Background: an optimization exercise with open tools, aiming at small area. Do not read the settings as production practice.
In this exercise RTL edits were held to simulation tests only and were not proved equivalent to the original.
Power figures rest on the tool's default switching activity, not on a simulated workload.

File: design/flow/constraint.sdc
create_clock -name core_clock -period 6.0 [get_ports {clk}]
set_input_delay 1.2000 -clock core_clock [delete_from_list [all_inputs] [get_ports {clk}]]
set_output_delay 1.2000 -clock core_clock [all_outputs]
set_load 0.01 [all_outputs]
File: design/flow/run.sh
#!/bin/bash
# synth_recipe.tcl (not shown) runs the flow's synth.tcl, then flattens the netlist and writes it again
# the make line also repeats each setting of config.mk as NAME=value (left out here)
make -C /OpenROAD-flow-scripts/flow DESIGN_CONFIG=/design/flow/config.mk WORK_HOME=/design/flow/orfs CLKGATE_MAP_FILE= SYNTH_SCRIPT=/design/flow/synth_recipe.tcl finish
File: design/flow/config.mk
export PLATFORM = sky130hd
export DESIGN_NAME = dmem_responder
export DESIGN_NICKNAME = dmem_responder
export VERILOG_FILES = /design/flow/design.v
export SDC_FILE = /design/flow/constraint.sdc
export NUM_CORES = 4
export LEC_CHECK = 0
export CAP_MARGIN = 20
export CORE_MARGIN = 2
export CORE_UTILIZATION = 22
export PLACE_DENSITY = 0.32
export SLEW_MARGIN = 20
File: design/flow/design.v
module dmem_responder #(
    parameter int DEPTH_WORDS = 128,
    parameter int ADDR_BITS   = 7,
    parameter int WAIT_CYCLES = 2
) (
    input  logic        clk,
    input  logic        startin,
    input  logic        req_valid,
    output logic        req_ready,
    input  logic        req_write,
    input  logic [31:0] req_addr,
    input  logic [31:0] req_wdata,
    input  logic [3:0]  req_be,
    output logic        rsp_valid,
    input  logic        rsp_ready,
    output logic [31:0] rsp_rdata,
    output logic        rsp_err
);
    localparam int NR = DEPTH_WORDS / 4;    
    logic [1:0] st;
    logic [1:0] rot;
    logic       accept, misaligned;
    logic [6:0]  idx_q;      
    logic [3:0]  be_q;
    logic [31:0] dq;         
    logic        pend;       
    logic        ld_q;       
    logic        ok_q;       
    logic        err_q;
    assign misaligned = |req_addr[1:0];
    assign req_ready = (st == 2'b00);
    assign rsp_valid = (st == 2'b10);
    assign accept    = req_ready && req_valid;
    assign rsp_rdata = dq & {32{ok_q}};
    assign rsp_err   = err_q;
    always_ff @(posedge clk or negedge startin) begin
        if (!startin) begin
            st  <= 2'b00;
            rot <= 2'b00;
        end else begin
            rot <= rot + 2'd1;
            case (st)
                2'b00: if (req_valid) st <= 2'b01;
                2'b01: st <= 2'b11;
                2'b11: st <= 2'b10;
                default: if (rsp_ready) st <= 2'b00;
            endcase
        end
    end
    logic [1:0] pos;
    logic       commit, cap;
    assign pos    = idx_q[1:0] + rot;
    assign commit = pend && (pos == 2'd3);
    assign cap    = ld_q && st[0] && !pos[0];
    always_ff @(posedge clk or negedge startin) begin
        if (!startin) pend <= 1'b0;
        else if (accept) pend <= req_write && !misaligned;
        else if (commit) pend <= 1'b0;
    end
    logic [31:0] q0 [NR], q1 [NR], q2 [NR], q3 [NR];
    logic [NR-1:0] v0, v1, v2, v3;
    logic [NR-1:0] rsel;
    logic [31:0] wd;
    always_comb begin
        for (int r = 0; r < NR; r++) rsel[r] = (idx_q[6:2] == r[4:0]);
        for (int b = 0; b < 4; b++) wd[8*b +: 8] = be_q[b] ? dq[8*b +: 8] : 8'h00;
    end
    for (genvar r = 0; r < NR; r++) begin : g_ring
        logic       hit;
        logic [3:0] en;
        assign hit = commit && rsel[r];
        for (genvar b = 0; b < 4; b++) begin : g_lane
            assign en[b] = hit && (be_q[b] || !v3[r]);
        end
        always_ff @(posedge clk) begin
            q1[r] <= q0[r];
            q2[r] <= q1[r];
            q3[r] <= q2[r];
            for (int b = 0; b < 4; b++)
                q0[r][8*b +: 8] <= en[b] ? wd[8*b +: 8] : q3[r][8*b +: 8];
        end
        always_ff @(posedge clk or negedge startin) begin
            if (!startin) begin
                v0[r] <= 1'b0;
                v1[r] <= 1'b0;
                v2[r] <= 1'b0;
                v3[r] <= 1'b0;
            end else begin
                v1[r] <= v0[r];
                v2[r] <= v1[r];
                v3[r] <= v2[r];
                v0[r] <= v3[r] || hit;
            end
        end
    end
    logic [31:0] rd;
    logic        rv;
    always_comb begin
        rd = '0;
        rv = 1'b0;
        for (int r = 0; r < NR; r++) begin
            rd = rd | ({32{rsel[r] && !pos[1]}} & q0[r]) | ({32{rsel[r] && pos[1]}} & q2[r]);
            rv = rv | (rsel[r] && !pos[1] && v0[r]) | (rsel[r] && pos[1] && v2[r]);
        end
    end
    always_ff @(posedge clk) begin
        if (accept) begin
            idx_q <= req_addr[8:2];
            be_q  <= req_be;
            dq    <= req_wdata;
            ld_q  <= !req_write && !misaligned;
            err_q <= misaligned;
            ok_q  <= 1'b0;
        end else if (cap) begin
            dq    <= rd;
            ok_q  <= rv;
        end
    end
endmodule
==> run summary <==
Yosys cell counts (all sizes together), types with 9 or more instances:
library cell	number	area (sq um)
and2	37	234
nand4	50	313
a31oi	95	594
mux2i	38	380
dfxtp	4097	82000
o211ai	15	113
a221oi	178	1570
a22o	63	552
edfxtp	45	1350
a222oi	62	621
a22oi	418	3140
nand3	142	716
and3	39	249
a221o	19	190
nor2	129	487
mux2	32	360
nor4	13	81.3
inv	38	143
a21oi	208	1040
clkbuf	355	1330
a32oi	43	377
nor3	57	285
o32a	11	110
dfrtp	133	3330
a211oi	13	97.6
buf	162	741
o22ai	9	56.3
nand2	1307	4910
nand3b	9	71.3
o21ai	1206	6040
o2111ai	11	96.3
a2111oi	25	225
registers in the layout, indices dropped and copies added (netlist names):
name	cells
q0	1024
q1	1024
q2	1024
q3	1024
dq	32
v0	32
v1	32
v2	32
v3	32
idx_q	7
be_q	4
rot	2
st	2
err_q	1
ld_q	1
ok_q	1
pend	1
per-stage QoR:
step,util,cells,setup slack [ns],area (sq um),hold slack (ns)
finish,0.276,16706,0.897,141000,0.0330
global route,0.276,16618,1.07,141000,0.0316
CTS,0.276,16609,1.07,141000,0.249
detailed placement,0.246,15782,1.10,125000,0.312
global placement,0.245,15771,0.925,125000,0.310
floorplan,-,9146,2.77,113000,0.310
kinds of logic after synthesis:
group | synth area share
adders and majority gates | 0.000111
buffers and inverters | 0.0197
AOI/OAI and AO/OA | 0.135
DFF | 0.770
muxes | 0.00678
xor gates and xnor gates | 0.000500
and+or+nand+nor | 0.0676
metal layers:
metal | vias up | part of all wire | track usage
met5 | - | 0.00011 | 0
met4 | 12 | 0.035 | 0.0797
met3 | 876 | 0.067 | 0.0366
met2 | 3970 | 0.46 | 0.377
met1 | 41354 | 0.44 | 0.318
li1 | 32858 | - | -
power groups by stage:
stage	Sequential (mW)	Clock [mW]	Combinational (mW)
2_1_floorplan	29.5	0	2.21
3_3_place_gp	29.7	0	5.77
3_5_place_dp	29.7	0	5.74
4_1_cts	29.1	29.3	5.76
5_1_grt	29.1	30.5	5.88
6_report	29.1	29.0	5.77
layout make-up:
| class | instances | share of cell area |
|---|---|---|
| clock inverters | 147 | 0.0129 |
| inverters | 38 | 0.00103 |
| clock buffers | 680 | 0.0966 |
| well taps | 6732 | 0.0598 |
| flip-flops and latches | 4275 | 0.616 |
| repair buffers | 423 | 0.0292 |
| diodes | 95 | 0.00169 |
| multi-input cells | 4316 | 0.183 |
worst max path at each step:
stage | depth (start not counted) | start | slack [ns] | end
after floorplan | 5 | req_valid | 2.77 | dq[0]
after global routing | 9 | idx_q[2] | 1.07 | dq[28]
after detailed placement | 11 | idx_q[2] | 1.10 | dq[30]
after CTS | 11 | idx_q[2] | 1.07 | dq[30]
final | 7 | idx_q[6] | 0.90 | q0[15][15]
after global placement | 8 | idx_q[6] | 0.93 | q0[19][8]
worst reg2reg max path, stage by stage (launching register included):
cell	delay, ns
edfxtp_1	0.73
buf_4	0.36
nand3b_1	0.87
nor2_4	0.96
buf_4	0.45
buf_4	0.40
nand2_8	0.60
o21ai_0	0.60
cell usage in the layout (no fill, tap or decap), types with 13 or more instances in the layout:
cell,instances
clkbuf_1,99
clkdlybuf4s50_1,83
o21ai_4,87
buf_4,284
diode_2,95
clkinv_2,93
clkbuf_8,116
o21ai_2,22
nand2_8,32
a222oi_1,62
o211ai_1,15
a22oi_1,418
clkbuf_16,465
mux2i_1,38
a21oi_1,208
a221o_1,19
inv_1,37
dfxtp_1,4096
edfxtp_1,45
bufinv_16,32
o21ai_0,1078
mux2_2,32
buf_12,44
nor3_1,47
a2111oi_0,23
dfrtp_1,133
nor4_1,13
and3_1,36
a211oi_1,13
nor2_4,38
a22o_1,63
a221oi_1,177
nand4_1,50
a32oi_1,43
o21ai_1,19
a31oi_1,95
nor2_1,81
and2_1,35
nand2_1,1271
nand3_1,140
==> impl_metrics.csv <==
group,metric,value,unit
status,status,"finished with violations",
status,check-failures,"antenna violations",
detailed_routing,first_pass_iters,6,
floorplan,dieArea,518000,sq um
synthesis,ys_types,78,
timing,fin_setup_tns,0,ns
timing,period_minus_slack,5.10,ns
timing,grt_setup_unrepaired,"no",
power_and_ir_drop,p_comb_frac,0.090,
setup_path,rr_worst_depth,7,
synthesis,synthCells,9146,
power_and_ir_drop,powerDensity,454,nW/um^2
global_routing,grt_pass1_vias,77509,
layout,fillers,52227,
setup_path,cp.required,6.88,ns
timing,worst_pin_slew,1.24,ns
synthesis,ys_warn_count,5,
setup_path,r2r_slack,0.90,ns
setup_path,critPathCaptureType,"flop",
power_and_ir_drop,power,63.9,mW
synthesis,syn_nets,9220,
layout,drive_above_1_share,0.135,
placed_design,dp_hpwl,358000,um
power_and_ir_drop,power.leakage,51.3,nW
global_routing,grt_max_degree,95,
synthesis,ys.flop_type,"dfxtp_1",
global_routing,grt_first_pass_wirelength,804000,um
floorplan,die_w,719,um
detailed_routing,routed_wl,626000,um
detailed_routing,viasPerCell,4.73,
detailed_routing,drt_drc_violations_left,0,
clock_network,cts_htree_levels,5,
detailed_routing,wl_per_cell,37.5,um
layout,syn2layout_area_growth,25.1,%
clock_network,numCtsBuffers,453,
timing,finClkSkew,0.0849,ns
clock_network,cts_hold_buf,0,
clock_network,cts_setup_buffers,0,
setup_path,cp_slowest_stage_delay,0.95,ns
clock_network,ctsResizeCount,0,
synthesis,seq_area_frac_synth,0.770,
clock_network,ctsLongestPathBuffers,4,
clock_network,cts_tree,"yes",
setup_path,r2r_start,"idx_q[6]",
setup_path,critPathTopFamily,"simple AND/OR/NAND/NOR gates",
timing,finalMaxSlewViolations,0,
setup_path,cp_cell_sequence,"buf_4 > nand3b_1 > nor2_4 > buf_4 > buf_4 > nand2_8 > o21ai_0",
floorplan,dieHeight,719,um
synthesis,avgSynthCellArea,12.3,sq um
synthesis,ys_seq_elements,4275,
job,drv_cap,0,
setup_path,worstSetupStartpointType,"flop",
clock_network,clkSinkCount,4275,
power_and_ir_drop,ir_worst_vdd,0.296,mV
detailed_routing,drtIter0Drc,9233,
power_and_ir_drop,p_seq_frac,0.456,
synthesis,synth_edf_count,45,
power_and_ir_drop,p_switching,16.8,mW
min_path,hp-class,"in2async",
synthesis,synth.cell_area,113000,sq um
placed_design,place_congestion,0.846,
timing,setup_viol,0,
timing,relSlewSlack,0.170,
setup_path,path_buf_inv,3,
setup_path,cp_max_fo,38,
layout,finalNetCount,9581,
timing,fmax,196,MHz
layout,regArea,86700,sq um
floorplan,ios,108,
global_routing,antenna_found_initial,127,
clock_network,clk_latency,1.05,ns
power_and_ir_drop,p_sw_frac,0.263,
timing,hold_violations,0,
detailed_routing,vias,79070,
timing,period_share,0.850,
placed_design,port_buffers,84,
detailed_routing,ant_nets,2,
clock_network,root_buffer,"clkbuf_16",
power_and_ir_drop,clkPwrFrac,0.454,
setup_path,worstSetupPathType,"reg2reg",
floorplan,initial_core_util,0.221,
setup_path,crit_path_top_delay_cell,"nor2_4",
setup_path,r2r_end,"q0[15][15]",
global_routing,grt_use_total,0.234,
setup_path,crit_top_cell,"buf_4",
floorplan,core_area,509000,sq um
global_routing,overflow,0,
power_and_ir_drop,p_int,47.1,mW
layout,multi_input_area,25800,sq um
setup_path,critPathArrivalTime,5.98,ns
clock_network,cts.reportedPaths.clkPinSlew,0.07,ns
floorplan,rows,262,
synthesis,async_flop_share,0.0311,

-- re-timing with driven ports --
The flow's constraints put no driver on any port. The routed layout listed below was extracted and timed again, unchanged, in two steps.
Step 1: set_driving_cell puts a clkbuf_16 on clk and a buf_2 on each other input, an assumption about the parent block.
Step 2 times the ports against the registers' clock, not the clock port: input delays grow and output delays shrink by t, the midpoint of the rising clock arrivals with the driver on.
Three values: no drivers, after step 1, after step 2; two values: the first two.
t (ns): 1.123
slack for setup (ns): 0.897 / 0.897 / 0.897
worst hold slack (ns): 0.033 / -0.044 / 0.292
worst setup path at the end: register to register
cell pins on the clock port's net: 1
For this run, drivers alone change the setup slack by 0.000 ns; drivers and shift together by 0.000 ns.
